What follows belongs to an exercise in optimizing a design on an open flow for small area, a short achievable clock period and few clock cycles per item; a production flow would make more cautious choices.
At most, simulation tests tie the RTL to the original design; equivalence was not proved.
For runs 1 and 2, only the layout was checked, not whether the RTL still works.
No activity file was given, so power comes from the tool's default toggle rates.

<file path="config.mk">
export PLATFORM = sky130hd
export DESIGN_NAME = rectangle_grid_test_pattern
export DESIGN_NICKNAME = rectangle_grid_test_pattern
export VERILOG_FILES = /design/flow/design.v
export SDC_FILE = /design/flow/constraint.sdc
export NUM_CORES = 4
export LEC_CHECK = 0
export ABC_CLOCK_PERIOD_IN_PS = 3000
export CAP_MARGIN = 20
export CORE_MARGIN = 2
export CORE_UTILIZATION = 40
export SLEW_MARGIN = 20
</file>
<file path="constraint.sdc">
create_clock -name core_clock -period 8.5 [get_ports {clk}]
set_input_delay 1.7000 -clock core_clock [delete_from_list [all_inputs] [get_ports {clk}]]
set_output_delay 1.7000 -clock core_clock [all_outputs]
set_load 0.01 [all_outputs]
</file>
<file path="design.v">
module rectangle_grid_test_pattern (
  input  logic        clk,
  input  logic        rst,
  input  logic        push,
  output logic        full,
  input  logic        restart,
  output logic        empty,
  input  logic        pop,
  output logic [10:0] pixel_x,
  output logic [10:0] pixel_y,
  output logic [23:0] pixel_color,
  output logic        write_enable,
  output logic        frame_end,
  input  logic        cfg_write,
  input  logic [2:0]  cfg_index,
  input  logic [23:0] cfg_data
);
  function automatic logic [10:0] inc11(input logic [10:0] a);
    logic c;
    c = 1'b1;
    for (int i = 0; i < 11; i++) begin
      inc11[i] = a[i] ^ c;
      c        = c & a[i];
    end
  endfunction
  function automatic logic [7:0] inc8(input logic [7:0] a);
    logic c;
    c = 1'b1;
    for (int i = 0; i < 8; i++) begin
      inc8[i] = a[i] ^ c;
      c       = c & a[i];
    end
  endfunction
  function automatic logic [10:0] dec11(input logic [10:0] a);
    logic c;
    c = 1'b1;
    for (int i = 0; i < 11; i++) begin
      dec11[i] = a[i] ^ c;
      c        = c & ~a[i];
    end
  endfunction
  function automatic logic ge11(input logic [10:0] a, input logic [10:0] b);
    logic g;
    g = 1'b1;
    for (int i = 0; i < 11; i++) g = (a[i] & ~b[i]) | (~(a[i] ^ b[i]) & g);
    ge11 = g;
  endfunction
  function automatic logic ge8(input logic [7:0] a, input logic [7:0] b);
    logic g;
    g = 1'b1;
    for (int i = 0; i < 8; i++) g = (a[i] & ~b[i]) | (~(a[i] ^ b[i]) & g);
    ge8 = g;
  endfunction
  function automatic logic [7:0] add8(input logic [7:0] a, input logic [7:0] b);
    logic c;
    c = 1'b0;
    for (int i = 0; i < 8; i++) begin
      add8[i] = a[i] ^ b[i] ^ c;
      c       = (a[i] & b[i]) | (c & (a[i] ^ b[i]));
    end
  endfunction
  logic [1:0]  mode;
  logic [7:0]  count;
  logic [10:0] rwm1, rhm1, fwm1, fhm1;
  logic        rwnz, rhnz;
  logic [23:0] first;
  logic [7:0]  step;
  wire [10:0] wd    = cfg_data[10:0];
  wire [10:0] wd_m1 = (wd == 11'd0) ? 11'd0 : dec11(wd);
  always_ff @(posedge clk) begin
    if (rst) begin
      mode  <= 2'd0;
      count <= 8'd1;
      rwm1  <= 11'd0;
      rwnz  <= 1'b0;
      rhm1  <= 11'd0;
      rhnz  <= 1'b0;
      first <= 24'd0;
      step  <= 8'd0;
      fwm1  <= 11'd1023;
      fhm1  <= 11'd767;
    end else if (cfg_write) begin
      case (cfg_index)
        3'd0: mode  <= cfg_data[1:0];
        3'd1: count <= cfg_data[7:0];
        3'd2: begin rwm1 <= wd_m1; rwnz <= (wd != 11'd0); end
        3'd3: begin rhm1 <= wd_m1; rhnz <= (wd != 11'd0); end
        3'd4: first <= cfg_data;
        3'd5: step  <= cfg_data[7:0];
        3'd6: fwm1  <= wd_m1;
        default: fhm1 <= wd_m1;
      endcase
    end
  end
  wire direct = mode[1] & ~mode[0];
  wire on_st  = (mode[1] ^ mode[0]) & rwnz & rhnz;
  wire [7:0] fr = first[23:16];
  wire [7:0] fg = first[15:8];
  wire [7:0] fb = first[7:0];
  logic [10:0] x, y, ox, oy;
  logic [7:0]  col, row;
  logic        lx, ly, wx, wy, we, fe;       
  logic [7:0]  R, G, B;                      
  logic [7:0]  GA;                           
  logic [7:0]  L;                            
  logic        empty_r, full_r, fresh, pend_v, pend_rs, busy;
  logic [5:0]  t;
  wire take_in  = push & ~full_r;
  wire out_free = empty_r | pop;
  wire adv      = out_free & (pend_v | take_in);
  wire rs_eff   = pend_v ? pend_rs : restart;
  wire go_org   = adv & rs_eff;
  wire go_adv   = ~fresh & ((adv & ~rs_eff) | cfg_write);
  wire wr_col   = cfg_write & (cfg_index[2:1] != 2'b11);    
  wire wr_flag  = cfg_write & (cfg_index[2:1] == 2'b11);    
  wire csat   = &col;
  wire rsat   = &row;
  wire colinc = ~lx & wx & ~csat;
  wire rowinc = lx & ~ly & wy & ~rsat;
  wire [10:0] x_a   = lx ? 11'd0 : inc11(x);
  wire [10:0] ox_a  = (lx | wx) ? 11'd0 : inc11(ox);
  wire [7:0]  col_a = lx ? 8'd0 : (colinc ? inc8(col) : col);
  wire [10:0] y_a   = lx ? (ly ? 11'd0 : inc11(y)) : y;
  wire [10:0] oy_a  = lx ? ((ly | wy) ? 11'd0 : inc11(oy)) : oy;
  wire [7:0]  row_a = lx ? (ly ? 8'd0 : (rowinc ? inc8(row) : row)) : row;
  wire [10:0] x_h   = busy ? x   : x_a;
  wire [10:0] y_h   = busy ? y   : y_a;
  wire [10:0] ox_h  = busy ? ox  : ox_a;
  wire [10:0] oy_h  = busy ? oy  : oy_a;
  wire [7:0]  col_h = busy ? col : col_a;
  wire [7:0]  row_h = busy ? row : row_a;
  wire lx_h = ge11(x_h, fwm1);
  wire ly_h = ge11(y_h, fhm1);
  wire wx_h = ge11(ox_h, rwm1);
  wire wy_h = ge11(oy_h, rhm1);
  wire we_h = on_st & ~ge8(col_h, count) & ~ge8(row_h, count);
  wire cnz    = (count != 8'd0);
  wire lx_o   = (fwm1 == 11'd0);
  wire ly_o   = (fhm1 == 11'd0);
  wire wx_o   = (rwm1 == 11'd0);
  wire wy_o   = (rhm1 == 11'd0);
  wire we_o   = on_st & cnz;
  wire        ph1   = busy & (t >= 6'd1)  & (t <= 6'd16);
  wire        ph2   = busy & (t >= 6'd17) & (t <= 6'd32);
  wire [3:0]  p     = ph1 ? 4'(t - 6'd1) : 4'(t - 6'd17);
  wire [2:0]  k     = 3'd7 - p[3:1];
  wire        dbl   = ~p[0];
  wire        fin1  = busy & (t == 6'd33);
  wire        fin2  = busy & (t == 6'd34);
  wire        col_k = col[k];
  wire        row_k = row[k];
  wire        cnt_k = count[k];
  wire [7:0]  lstep = direct ? step : GA;
  logic [7:0] mR, mB, mGA, mL;
  always_comb begin
    mR = 8'd0; mB = 8'd0; mGA = 8'd0; mL = 8'd0;
    if (!busy) begin
      if (colinc) begin mR = step; mB = step; end
      if (rowinc) begin mL = lstep; if (direct) mGA = step; end
    end else if (ph1) begin
      if (dbl) begin
        mR = R; mB = B; mGA = GA; if (direct) mL = L;
      end else begin
        if (col_k) begin mR = step; mB = step; end
        if (direct ? row_k : cnt_k) mGA = step;
        if (direct && row_k) mL = step;
      end
    end else if (ph2) begin
      if (dbl) mL = L;
      else if (row_k) mL = lstep;
    end else if (fin1) begin
      mR = fr; mL = fb; if (direct) mGA = fg;
    end else if (fin2) begin
      mB = L;
    end
  end
  wire [7:0] sR  = add8(R, mR);
  wire [7:0] sB  = add8(B, mB);
  wire [7:0] sGA = add8(GA, mGA);
  wire [7:0] sL  = add8(L, mL);
  wire [7:0] GA_a = (lx & direct) ? (ly ? fg : sGA) : GA;
  wire [7:0] L_a  = lx ? (ly ? fb : sL) : L;
  wire [7:0] R_a  = lx ? fr : sR;
  wire [7:0] B_a  = lx ? L_a : sB;
  wire [7:0] GA_o = direct ? fg : GA;
  wire busy_end = busy & ((t == 6'd34) | (t == 6'd35));
  always_ff @(posedge clk) begin
    if (rst) begin
      x <= '0; y <= '0; ox <= '0; oy <= '0; col <= '0; row <= '0;
      lx <= 1'b0; ly <= 1'b0; wx <= 1'b1; wy <= 1'b1; we <= 1'b0; fe <= 1'b0;
      R <= '0; G <= '0; B <= '0; GA <= '0; L <= '0;
    end else if (go_org) begin
      x <= '0; y <= '0; ox <= '0; oy <= '0; col <= '0; row <= '0;
      lx <= lx_o; ly <= ly_o; wx <= wx_o; wy <= wy_o; we <= we_o; fe <= lx_o & ly_o;
      R  <= (we_o & direct) ? fr : 8'd0;
      G  <= (we_o & direct) ? fg : 8'd0;
      B  <= we_o ? fb : 8'd0;
      GA <= GA_o;
      L  <= fb;
    end else if (go_adv) begin
      x <= x_a; y <= y_a; ox <= ox_a; oy <= oy_a; col <= col_a; row <= row_a;
      lx <= lx_h; ly <= ly_h; wx <= wx_h; wy <= wy_h; we <= we_h; fe <= lx_h & ly_h;
      R  <= (we_h & direct) ? R_a : 8'd0;
      G  <= (we_h & direct) ? GA_a : 8'd0;
      B  <= we_h ? B_a : 8'd0;
      GA <= GA_a;
      L  <= L_a;
    end else if (busy) begin
      lx <= lx_h; ly <= ly_h; wx <= wx_h; wy <= wy_h; we <= we_h; fe <= lx_h & ly_h;
      if (fin2) begin
        R <= (we & direct) ? R  : 8'd0;
        G <= (we & direct) ? GA : 8'd0;
        B <= we ? sB : 8'd0;
      end else begin
        if (ph1 | fin1) begin R <= sR; B <= sB; GA <= sGA; end
        L <= sL;
      end
    end
  end
  always_ff @(posedge clk) begin
    if (rst) begin
      empty_r <= 1'b1;
      fresh   <= 1'b1;
      pend_v  <= 1'b0;
      full_r  <= 1'b0;
      busy    <= 1'b0;
      t       <= 6'd0;
      pend_rs <= 1'b0;
    end else begin
      if (adv)      empty_r <= 1'b0;
      else if (pop) empty_r <= 1'b1;
      if (cfg_write) fresh <= 1'b1;
      else if (adv)  fresh <= 1'b0;
      if (take_in & ~out_free) begin
        pend_v  <= 1'b1;
        pend_rs <= restart;
      end else if (out_free) begin
        pend_v  <= 1'b0;
      end
      if (wr_col) begin
        busy <= 1'b1;
        t    <= 6'd1;
      end else if (wr_flag & (~busy | busy_end)) begin
        busy <= 1'b1;
        t    <= 6'd35;
      end else if (busy) begin
        if (busy_end) busy <= 1'b0;
        t <= (t == 6'd16 && direct) ? 6'd33 : t + 6'd1;
      end
      full_r <= (take_in & ~out_free) | (pend_v & ~out_free) | wr_col | wr_flag
              | (busy & ~busy_end);
    end
  end
  assign full         = full_r;
  assign empty        = empty_r;
  assign pixel_x      = x;
  assign pixel_y      = y;
  assign pixel_color  = {R, G, B};
  assign write_enable = we;
  assign frame_end    = fe;
endmodule
</file>
<file path="run.sh">
#!/bin/bash
# synth_recipe.tcl (not shown) runs the flow's synth.tcl, then flattens the netlist and writes it again
# the make line also repeats each setting of config.mk as NAME=value (left out here)
make -C /OpenROAD-flow-scripts/flow DESIGN_CONFIG=/design/flow/config.mk WORK_HOME=/design/flow/orfs CLKGATE_MAP_FILE= SYNTH_SCRIPT=/design/flow/synth_recipe.tcl finish
</file>
==> run notes, run 1 <==
Synth Instances=1,884; WHS Endpoint=ox[6]; Post-Syn Area per Cell=7.584 um2; Clock Latency Late Sink=560 ps; # Max-Cap Violations=0; post-synth top area share=28.86%; internal reg-to-reg setup slack=1670 ps; Final Hold Fails=0; internal power=0.001894 W; gr ovfl total=0; number of setup buffers added after CTS=0; share of cells above drive strength 1=5.768%; Root Driver=clkbuf_16; vias in the first global route=13,390; Resized Gates After CTS=0; WP data arrival=7270 ps; EDFF count, synth=0; chip height=193 um; maximum clock rate=146.3 MHz; Worst Setup End Kind=flip-flop; capturing point of the worst reg2reg path=GA[7]; top cells by area, synth=dfxtp_1, ha_1, a21oi_1, nand2_1, nor2_1; wirelength, routed=47,380 um; yosys synthesis warning count=1; status=complete, no violations; Crit-path slowest cell=nor4_1; hold_buf cts=0; Critical Path, Cell by Cell=buf_4, nor4_1, or2_1, mux4_2, mux2i_1, a211oi_1, a22oi_1, o21ai_0, ha_1, fa_1, fa_1, fa_1, fa_1, inv_1, fa_1, fa_1, xor2_1, a21oi_1, nand2_1, mux2i_1, o31a_1, a21boi_1, a31oi_1; worst-case reg-to-reg path depth=23; DP HPWL=33,630 um; Yosys top cell by area=dfxtp_1; Layout Cells excl Fill=2,368; row count=69; # clock sinks=206; CTS HTree Levels=1; endpoints failing setup=0; synth unique cells=79; largest net degree at the start of global routing=61; #FFs+latches synth=206; RSZ-0062 raised after global routing=false; Crit Path Class=flip-flop to flip-flop; 1st-pass router iterations=7; Sw Pwr=0.0008578 W; P_leak=6.375 nW; most common cell after layout, fill and taps aside=nand2_1; placed cell count=2,321; Power Density=168.9 nW/um2; total track usage=25.42%; register area share after synthesis=28.86%; maximum fanout along the worst path=57; port bufs=82; Post-DRT Antenna Nets=0; initial drt markers=983; fin nets=2,066; sw frac=31.18%; period utilization=80.41%; CP dominant cell by count=fa_1; sequential power share=39.0%; initial antenna violation count=0; RD Place Congestion=0.9128; WL per Instance=20.01 um; Synth Net Count=2,062; Die Wd=193 um; max incr delay on CP=700 ps; Main synth FF type=dfxtp_1; Post-route DRC=0; fin crit period=6835 ps; Fin Clk Skew=10.67 ps; io pins=83; first-pass GRT wire length=74,250 um; Synth Cell Area=14,290 um2; peak supply drop=246.8 uV; Post-synth ARST share=0%; CTS clk-pin slew, worst paths=60 ps; die area=37,250 um2; CTS tree=done; Core Area=35,400 um2; Clock power frac=42.1%; number of diodes=0; CTS buffer count=26; Crit path required time=8940 ps; startpoint types=flip-flop; Max Slew Vio Count=0; via count=14,030; worst slew pin tran=950.9 ps; Initial Utilization=40.37%; total negative slack=0 ps; Comb pwr share=18.9%; area delta synth->final=14.00%; hold depth=2; hold wc startpoint=ox[6]; Hold Crit Class=flip-flop to flip-flop; CTS Buffer Depth=3; max_slew headroom=35.72%; most frequent cells in the layout=nand2_1, a21oi_1, dfxtp_1; Critical R2R Launch=t[0]; Vias per Instance=5.923
==> synth_stat cells (29+ instances only) <==
master,number
a211oi_1,60
nand2_1,275
nor2_1,194
inv_1,89
nor3_1,51
nand2b_1,29
a22oi_1,38
o21ai_0,88
a21oi_1,209
clkbuf_1,108
nand3_1,51
ha_1,121
mux2i_1,29
dfxtp_1,206
==> metal layers <==
metal / global-route usage, % / vias up / part of all wire (%)
li1: - / 6796 / -
met1: 32.04 / 6602 / 42
met2: 42.46 / 500 / 47
met3: 4.054 / 127 / 6.6
met4: 12.15 / 0 / 4.7
met5: 0 / - / 0
==> worst max path at each step <==
stage,from,to,slack [ps],depth (start not counted)
finish,t[0],GA[7],1670,23
global route,t[0],GA[7],1290,23
CTS,t[0],GA[7],1740,23
detailed placement,t[0],GA[7],1780,23
global placement,t[0],GA[7],1980,23
floorplan,t[0],GA[7],2440,25
==> stage by stage <==
stage          hold WS, ps  setup slack, ps  instance area, um2  power, W  utilization (%)
6_report             476.2             1665               16290  0.002751            46.02
5_1_grt              498.7             1293               16290  0.002867            46.02
4_1_cts              476.8             1736               16290  0.002772            46.01
3_5_place_dp         468.1             1783               15390  0.001608            43.49
3_3_place_gp         459.9             1975               15390  0.001600            43.49
2_1_floorplan        449.0             2444               14290  0.001417                -
==> power groups by stage <==
stage | clock (W) | sequential (W) | combinational (W)
after floorplan | 0 | 0.00107 | 0.000346
after global placement | 0 | 0.00109 | 0.000506
after detailed placement | 0 | 0.00109 | 0.000514
after CTS | 0.00118 | 0.00107 | 0.000516
after global routing | 0.00122 | 0.00108 | 0.000571
final | 0.00116 | 0.00107 | 0.000520
==> registers in the layout, summed over array words and instances, names as in the netlist, 11 cells and up <==
name   cells
fwm1      11
first     24
fhm1      11
ox        11
oy        11
rhm1      11
y         11
x         11
rwm1      11
==> cell type report <==
class                   instances  area, um2
flip-flops and latches        206       4128
multi-input cells            1456       9339
clock inverters                17      198.9
clock buffers                  30      695.7
fillers                      3590      19110
well taps                     461      576.8
inverters                      90      337.8
repair buffers                108       1013
==> worst max-delay path, delay by kind of cell (launching register included) <==
kind / cells / cell delay, ps
AOI/OAI and AO/OA: 7 / 1210
xor gates and xnor gates: 1 / 270
adders and majority gates: 7 / 2320
buffers and inverters: 2 / 410
DFF: 1 / 320
muxes: 3 / 1000
and+or+nand+nor: 3 / 1170
==> logic make-up (layout without fill, tap and decap cells) <==
logic type,after synthesis,in the layout,synth area share (%)
adders and majority gates,145,145,13.96
and+or+nand+nor,684,684,21.19
muxes,35,35,2.846
xor gates and xnor gates,11,11,0.6742
buffers and inverters,222,245,5.963
AOI/OAI and AO/OA,581,581,26.51
DFF,206,206,28.86
==> inputs of run 2 (changes only) <==
--- a/config.mk
+++ b/config.mk
@@ -9,4 +9,5 @@
 export CAP_MARGIN = 20
 export CORE_MARGIN = 2
 export CORE_UTILIZATION = 40
+export SETUP_SLACK_MARGIN = 5
 export SLEW_MARGIN = 20
==> run 2 against run 1 <==
Maximum frequency grew 29%. Register-to-register slack gained 1500 ps. Global-route usage grew 0.30 points. Combinational power grew 25%. Core utilization grew 5.0 points. Total power grew 3.0%. Clock power shrank 4%. Design area grew 11%. Clock-buffer cell count grew 3. Synthesized cell count is the same. Critical endpoint is now G[7]. Largest power group unchanged.
==> run notes, run 2 <==
WHS Endpoint=ox[2]; Die Wd=193 um; top cells by area, synth=dfxtp_1, ha_1, a21oi_1, nand2_1, nor2_1; Synth Net Count=2,062; endpoints failing setup=0; period utilization=62.56%; Power Density=156.8 nW/um2; Crit path required time=8930 ps; cell with the most instances after synthesis=nand2_1; multi-input logic area=10,400 um2; Synth Instances=1,884; die area=37,250 um2; top post-synthesis cells by count=nand2_1, a21oi_1, dfxtp_1, nor2_1, ha_1; via count=14,470; max_slew headroom=23.38%; vias in the first global route=13,330; Worst Setup End Kind=flip-flop; FF/Latch Area=4165 um2; Critical R2R Launch=t[0]; Root Driver=clkbuf_16; initial drt markers=1,385; Largest Register=first; Post-synth ARST share=0%; hold_buf cts=0; # Max-Cap Violations=0; synth unique cells=79; 1st-pass router iterations=6; first-pass GRT wire length=75,330 um; capturing point of the worst reg2reg path=G[7]; Critical Path, Cell by Cell=o31a_1, or2_4, mux4_2, mux2i_4, a211oi_4, a22oi_1, o21ai_1, ha_2, fa_2, fa_2, fa_2, fa_2, inv_2, fa_2, fa_2, xor2_2, a21oi_1, nand2_1, mux2i_1, o31a_1, a31oi_1, nor3_1; Main synth FF type=dfxtp_1; status=complete, no violations; Layout Cells excl Fill=2,436; P_leak=6.844 nW; Initial Utilization=40.37%; startpoint types=flip-flop; Vias per Instance=5.938; chip height=193 um; Core Area=35,400 um2; Clock Latency Late Sink=570 ps; Hold Crit Class=flip-flop to flip-flop; Post-Syn Area per Cell=7.584 um2; RSZ-0062 raised after global routing=true; area delta synth->final=26.50%; Post-route DRC=0; Synth Cell Area=14,290 um2; io pins=83; register area share after synthesis=28.86%; Min Hold Slack=475.2 ps; port bufs=82; fin nets=2,133; Max Slew Vio Count=0; maximum fanout along the worst path=4; largest net degree at the start of global routing=87; CTS buffer count=26; total negative slack=0 ps; Crit Path Class=flip-flop to flip-flop; CTS HTree Levels=1; Fin Clk Skew=34.77 ps; hold wc startpoint=ox[2]; CTS clk-pin slew, worst paths=70 ps; CP Buf/Inv Count=1; worst slew pin tran=1145 ps; Yosys top cell by area=dfxtp_1; DP HPWL=33,490 um; #FFs+latches synth=206; max incr delay on CP=480 ps; placed cell count=2,318; most frequent cells in the layout=nand2_1, a21oi_1, dfxtp_1; CP top delay family=adder cells; total track usage=25.72%; EDFF count, synth=0; number of flip-flops in the largest register=24; initial antenna violation count=1; yosys synthesis warning count=1; share of cells above drive strength 1=18.14%; WP data arrival=5750 ps; RD Place Congestion=0.9350; CTS Buffer Depth=3; internal reg-to-reg setup slack=3180 ps; Final Hold Fails=0; FILL cells=3,384; Crit-path slowest cell=mux4_2; gr ovfl total=0; row count=69; fin crit period=5318 ps; wirelength, routed=49,920 um; peak supply drop=143.4 uV; hold depth=2; Post-DRT Antenna Nets=0; worst-case reg-to-reg path depth=22; post-synth top area share=28.86%; maximum clock rate=188.0 MHz; WL per Instance=20.49 um; CTS tree=done; CP dominant cell by count=fa_2; # clock sinks=206; most common cell after layout, fill and taps aside=nand2_1
-- run 2: cell counts after synthesis --
Identical to the previous run, type by type.
-- run 2: per-stage QoR --
step / worst slack, ps / util, % / instance area (um2) / power [W]
finish: 3182 / 51.06 / 18070 / 0.002835
detailed placement: 2593 / 44.58 / 15780 / 0.001632
global placement: 2684 / 44.58 / 15780 / 0.001624
CTS: 3172 / 49.07 / 17370 / 0.002797
floorplan: 3322 / - / 14770 / 0.001453
global route: 2967 / 51.06 / 18070 / 0.002950
-- run 2: what timing repair did --
action,4_1_cts,5_1_grt
resized for setup,125,102
pin swaps,44,35
buffers inserted,34,32
cloned,0,4
endpoints found under the hold margin,0,0
endpoints found under the setup margin,104,90
-- run 2: how the worst max path moves through the flow --
stage	from	end	slack, ps	cells after the start
after floorplan	t[0]	G[7]	3320	24
after global placement	t[0]	G[7]	2680	22
after detailed placement	t[2]	G[7]	2590	22
after CTS	t[0]	G[7]	3170	22
after global routing	t[0]	G[7]	2970	22
final	t[0]	G[7]	3180	22
-- run 2: final cells by class --
type	instances	area share (%)
Timing Repair Buffer	175	9.553
Multi-Input combinational cell	1456	57.53
Sequential cell	206	23.04
Tap cell	461	3.191
Inverter	90	1.924
Clock buffer	33	3.967
Clock inverter	14	0.7753
Antenna cell	1	0.01384
-- run 2: cell families after synthesis --
family | share of synthesized area, %
flip-flops | 28.86
multiplexers | 2.846
adder cells (fa/ha/maj) | 13.96
buffers and inverters | 5.963
XOR/XNOR | 0.6742
AND/OR/NAND/NOR | 21.19
AO/OA/AOI/OAI | 26.51
-- run 2: worst reg2reg max path, cell delays in order, from the launching register on --
cell and delay [ps]:
dfxtp_4 370, o31a_1 340, or2_4 280, mux4_2 490
mux2i_4 280, a211oi_4 130, a22oi_1 170, o21ai_1 100
ha_2 190, fa_2 340, fa_2 350, fa_2 350
fa_2 350, inv_2 70, fa_2 210, fa_2 220
xor2_2 190, a21oi_1 60, nand2_1 70, mux2i_1 70
o31a_1 340, a31oi_1 170, nor3_1 60
-- run 2: per-layer routing --
metal / up-vias / track usage [%] / wire length, um
li1: 6933 / - / -
met1: 6888 / 35.68 / 22390
met2: 543 / 40.41 / 22280
met3: 101 / 3.855 / 3548
met4: 0 / 9.703 / 1706
met5: - / 0 / 0
-- run 2: report_power, final --
group	leakage, nW	switching, W	total (W)	internal, W
Combinational	4.73	0.000367	0.000648	0.000281
Clock	0.429	0.000454	0.00111	0.000658
Sequential	1.68	0.0000694	0.00107	0.00101
==> inputs of run 3 (changes only) <==
--- a/design.v
+++ b/design.v
@@ -15,50 +15,6 @@
   input  logic [2:0]  cfg_index,
   input  logic [23:0] cfg_data
 );
-  function automatic logic [10:0] inc11(input logic [10:0] a);
-    logic c;
-    c = 1'b1;
-    for (int i = 0; i < 11; i++) begin
-      inc11[i] = a[i] ^ c;
-      c        = c & a[i];
-    end
-  endfunction
-  function automatic logic [7:0] inc8(input logic [7:0] a);
-    logic c;
-    c = 1'b1;
-    for (int i = 0; i < 8; i++) begin
-      inc8[i] = a[i] ^ c;
-      c       = c & a[i];
-    end
-  endfunction
-  function automatic logic [10:0] dec11(input logic [10:0] a);
-    logic c;
-    c = 1'b1;
-    for (int i = 0; i < 11; i++) begin
-      dec11[i] = a[i] ^ c;
-      c        = c & ~a[i];
-    end
-  endfunction
-  function automatic logic ge11(input logic [10:0] a, input logic [10:0] b);
-    logic g;
-    g = 1'b1;
-    for (int i = 0; i < 11; i++) g = (a[i] & ~b[i]) | (~(a[i] ^ b[i]) & g);
-    ge11 = g;
-  endfunction
-  function automatic logic ge8(input logic [7:0] a, input logic [7:0] b);
-    logic g;
-    g = 1'b1;
-    for (int i = 0; i < 8; i++) g = (a[i] & ~b[i]) | (~(a[i] ^ b[i]) & g);
-    ge8 = g;
-  endfunction
-  function automatic logic [7:0] add8(input logic [7:0] a, input logic [7:0] b);
-    logic c;
-    c = 1'b0;
-    for (int i = 0; i < 8; i++) begin
-      add8[i] = a[i] ^ b[i] ^ c;
-      c       = (a[i] & b[i]) | (c & (a[i] ^ b[i]));
-    end
-  endfunction
   logic [1:0]  mode;
   logic [7:0]  count;
   logic [10:0] rwm1, rhm1, fwm1, fhm1;
@@ -66,7 +22,7 @@
   logic [23:0] first;
   logic [7:0]  step;
   wire [10:0] wd    = cfg_data[10:0];
-  wire [10:0] wd_m1 = (wd == 11'd0) ? 11'd0 : dec11(wd);
+  wire [10:0] wd_m1 = (wd == 11'd0) ? 11'd0 : wd - 11'd1;
   always_ff @(posedge clk) begin
     if (rst) begin
       mode  <= 2'd0;
@@ -117,23 +73,23 @@
   wire rsat   = &row;
   wire colinc = ~lx & wx & ~csat;
   wire rowinc = lx & ~ly & wy & ~rsat;
-  wire [10:0] x_a   = lx ? 11'd0 : inc11(x);
-  wire [10:0] ox_a  = (lx | wx) ? 11'd0 : inc11(ox);
-  wire [7:0]  col_a = lx ? 8'd0 : (colinc ? inc8(col) : col);
-  wire [10:0] y_a   = lx ? (ly ? 11'd0 : inc11(y)) : y;
-  wire [10:0] oy_a  = lx ? ((ly | wy) ? 11'd0 : inc11(oy)) : oy;
-  wire [7:0]  row_a = lx ? (ly ? 8'd0 : (rowinc ? inc8(row) : row)) : row;
+  wire [10:0] x_a   = lx ? 11'd0 : x + 11'd1;
+  wire [10:0] ox_a  = (lx | wx) ? 11'd0 : ox + 11'd1;
+  wire [7:0]  col_a = lx ? 8'd0 : col + {7'd0, colinc};
+  wire [10:0] y_a   = lx ? (ly ? 11'd0 : y + 11'd1) : y;
+  wire [10:0] oy_a  = lx ? ((ly | wy) ? 11'd0 : oy + 11'd1) : oy;
+  wire [7:0]  row_a = lx ? (ly ? 8'd0 : row + {7'd0, rowinc}) : row;
   wire [10:0] x_h   = busy ? x   : x_a;
   wire [10:0] y_h   = busy ? y   : y_a;
   wire [10:0] ox_h  = busy ? ox  : ox_a;
   wire [10:0] oy_h  = busy ? oy  : oy_a;
   wire [7:0]  col_h = busy ? col : col_a;
   wire [7:0]  row_h = busy ? row : row_a;
-  wire lx_h = ge11(x_h, fwm1);
-  wire ly_h = ge11(y_h, fhm1);
-  wire wx_h = ge11(ox_h, rwm1);
-  wire wy_h = ge11(oy_h, rhm1);
-  wire we_h = on_st & ~ge8(col_h, count) & ~ge8(row_h, count);
+  wire lx_h = (x_h >= fwm1);
+  wire ly_h = (y_h >= fhm1);
+  wire wx_h = (ox_h >= rwm1);
+  wire wy_h = (oy_h >= rhm1);
+  wire we_h = on_st & (col_h < count) & (row_h < count);
   wire cnz    = (count != 8'd0);
   wire lx_o   = (fwm1 == 11'd0);
   wire ly_o   = (fhm1 == 11'd0);
@@ -174,10 +130,10 @@
       mB = L;
     end
   end
-  wire [7:0] sR  = add8(R, mR);
-  wire [7:0] sB  = add8(B, mB);
-  wire [7:0] sGA = add8(GA, mGA);
-  wire [7:0] sL  = add8(L, mL);
+  wire [7:0] sR  = R  + mR;
+  wire [7:0] sB  = B  + mB;
+  wire [7:0] sGA = GA + mGA;
+  wire [7:0] sL  = L  + mL;
   wire [7:0] GA_a = (lx & direct) ? (ly ? fg : sGA) : GA;
   wire [7:0] L_a  = lx ? (ly ? fb : sL) : L;
   wire [7:0] R_a  = lx ? fr : sR;
--- a/config.mk
+++ b/config.mk
@@ -5,9 +5,7 @@
 export SDC_FILE = /design/flow/constraint.sdc
 export NUM_CORES = 4
 export LEC_CHECK = 0
-export ABC_CLOCK_PERIOD_IN_PS = 3000
 export CAP_MARGIN = 20
 export CORE_MARGIN = 2
 export CORE_UTILIZATION = 40
-export SETUP_SLACK_MARGIN = 5
 export SLEW_MARGIN = 20
==> run 3 against run 2 <==
Via count grew 7.4%. Combinational power shrank 25%. Synthesized area grew 5.1%. Critical path type unchanged. Design area shrank 6.0%. Clock skew shrank 13 ps. Synthesized cell count grew 11%. Flip-flop and latch count is the same. Maximum frequency grew 1.5%. Cell count grew 5.4%. Still clean on timing, DRC and antenna. Clock-buffer cell count shrank 1. Global-route usage grew 0.19 points. Total power shrank 1.1%.
==> run notes, run 3 <==
GR Util met2=37.77%; gr ovfl total=0; Synth Cell Area=15,020 um2; Crit path required time=8980 ps; endpoints failing setup=0; fin nets=2,218; Vias per Instance=6.050; Crit-path slowest cell=a311oi_2; Worst Setup End Kind=flip-flop; initial drt markers=1,668; internal power=0.001977 W; top cells by area, synth=dfxtp_1, a21oi_1, ha_1, nand2_1, nor2_1; hold_buf cts=0; WL per Instance=19.92 um; Post-Syn Area per Cell=7.164 um2; Yosys top cell by area=dfxtp_1; top post-synthesis cells by count=nand2_1, a21oi_1, nor2_1, dfxtp_1, o21ai_0; period utilization=61.64%; Max Slew Vio Count=0; Synth Net Count=2,235; Tot Pwr=0.002804 W; io pins=83; number of setup buffers added after CTS=0; Main synth FF type=dfxtp_1; Finished Cell Area=16,990 um2; # Max-Cap Violations=0; share of cells above drive strength 1=5.384%; CTS buffer count=26; Clock power frac=44.5%; Critical Path, Cell by Cell=inv_1, buf_4, o211a_1, ha_1, nand3_1, inv_1, nand3_1, a21oi_1, o21ai_0, ha_1, or4_1, o2111ai_1, a21oi_1, a311oi_2, and2_0, nand2_1, o21ai_1, a221oi_1, nor3_1; Post-DRT Antenna Nets=0; row count=70; most frequent cells in the layout=nand2_1, a21oi_1, nor2_1; GRT Max-Usage Layer=met1; via count=15,540; status=complete, no violations; first-pass GRT wire length=80,410 um; largest net degree at the start of global routing=68; Synth Instances=2,097; Final Hold Fails=0; most common cell after layout, fill and taps aside=nand2_1; FILL cells=3,729; Sw Pwr=0.0008266 W; P_leak=6.518 nW; Post-route DRC=0; peak supply drop=118.9 uV; Setup WS pre-CTS=3155 ps; #FFs+latches synth=206; synth unique cells=83; number of flip-flops in the largest register=24; EDFF count, synth=0; max incr delay on CP=570 ps; RD Place Congestion=0.9767; sw frac=29.48%; DP Area=16,040 um2; FF/Latch Area=4130 um2; port bufs=82; Resized Gates After CTS=0; 1st-pass router iterations=6; vias in the first global route=14,180; post-synth top area share=27.45%; WP data arrival=5720 ps; Power Density=165.0 nW/um2; Post-synth ARST share=0%; sequential power share=38.2%; placed cell count=2,520; wirelength, routed=51,150 um; Root Driver=clkbuf_16; max_slew headroom=26.97%; CTS Buffer Depth=3; maximum fanout along the worst path=18; Initial Utilization=40.84%; die area=39,120 um2; Largest Register=first; chip height=197.8 um; fin worst setup slack=3261 ps; Fin Clk Skew=21.40 ps; Comb pwr share=17.3%; Core Area=36,790 um2; area delta synth->final=13.09%; initial antenna violation count=1; CTS tree=done; # clock sinks=206; total negative slack=0 ps; yosys synthesis warning count=1; Crit Path Class=flip-flop to flip-flop; startpoint types=flip-flop; GRT met1 Usage=39.06%; CTS HTree Levels=1; met3 GRT Util=4.292%; RSZ-0062 raised after global routing=false; maximum clock rate=190.9 MHz; total track usage=25.91%; DP HPWL=36,820 um; fin crit period=5239 ps; CTS clk-pin slew, worst paths=60 ps; worst slew pin tran=1091 ps; Clock Latency Late Sink=570 ps; register area share after synthesis=27.45%; Die Wd=197.8 um; Hold Crit Class=flip-flop to flip-flop; cell with the most instances after synthesis=nand2_1; Layout Cells excl Fill=2,568; multi-input logic area=9998 um2
run 3: area by class of cell:
type	count	area share (%)
antenna	1	0.01473
multi-input combinational	1651	58.85
inverter	92	2.033
sequential	206	24.31
tap	468	3.447
timing repair buffer	103	5.744
clock inverter	15	1.399
clock buffer	32	4.205
run 3: metal layers:
| layer | wire length (um) | up-vias |
|---|---|---|
| li1 | - | 7509 |
| met1 | 24620 | 7346 |
| met2 | 21040 | 604 |
| met3 | 4457 | 78 |
| met4 | 1028 | 0 |
| met5 | 0 | - |
run 3: cell families (layout without fill, tap and decap cells):
group / after synthesis / in the layout / synth area share (%)
adder cells (fa/ha/maj): 105 / 105 / 8.945
buffers and inverters: 240 / 242 / 6.155
multiplexers: 33 / 33 / 2.465
flip-flops: 206 / 206 / 27.45
other: 0 / 1 / 0
XOR/XNOR: 38 / 38 / 2.590
AO/OA/AOI/OAI: 659 / 659 / 27.43
AND/OR/NAND/NOR: 816 / 816 / 24.96
run 3: through the flow:
stage | hold WS [ps] | util [%]
global route | 503.1 | 46.18
detailed placement | 459.6 | 43.59
global placement | 453.6 | 43.59
finish | 464.1 | 46.19
floorplan | 436.0 | -
CTS | 469.4 | 46.18
run 3: power by group through the flow:
stage	clock [W]	combinational [W]	sequential (W)
finish	0.00125	0.000485	0.00107
global route	0.00131	0.000531	0.00107
CTS	0.00127	0.000479	0.00107
detailed placement	0	0.000477	0.00109
global placement	0	0.000470	0.00109
floorplan	0	0.000324	0.00106
run 3: path summary, 6_finish.rpt:
check	from	endpoint	slack [ps]	depth (start not counted)
worst max-delay path	lx	R[2]	3260	19
worst max register to register	lx	R[2]	3260	19
worst min register to register	pend_rs	pend_rs	460	2
worst min-delay path	pend_rs	pend_rs	460	2
run 3: critical path: cells and delay by family (launching register included):
family / cells / cell delay, ps
DFF: 1 / 420
buffers and inverters: 3 / 590
AOI/OAI and AO/OA: 8 / 2060
and+or+nand+nor: 6 / 1600
adders and majority gates: 2 / 490
Testbench counts of run 3, summed over its fixed seeds: cycles 19,984, items 19,200.

## separate check: timing with driven ports
The flow's constraints put no driver on any port. The routed layouts listed below were extracted and timed again, unchanged, in two steps.
Step 1 sets driving cells, clkbuf_16 on the clock port and buf_2 on the other inputs (assumed; they add their load-dependent delay and slew).
Step 2 adds t to the input delays and takes it off the output delays; t is the mean of the earliest and latest rising clock arrival at the registers after step 1. Input paths then give back, and output paths get back, about the clock's delay inside the block.
Three values: no drivers, after step 1, after step 2; two values: the first two.
run	t (ns)	slack for setup (ns)	cell pins on the clock port's net
run 1	0.607	1.665 / 1.665 / 1.665	1
run 2	0.605	3.182 / 3.182 / 3.182	1
run 3	0.610	3.261 / 3.261 / 3.064	1
After both steps every run listed still meets setup and hold. The setup slack of run 3, which loses most, moves by 0.000 ns with the drivers and by -0.197 ns with both steps.
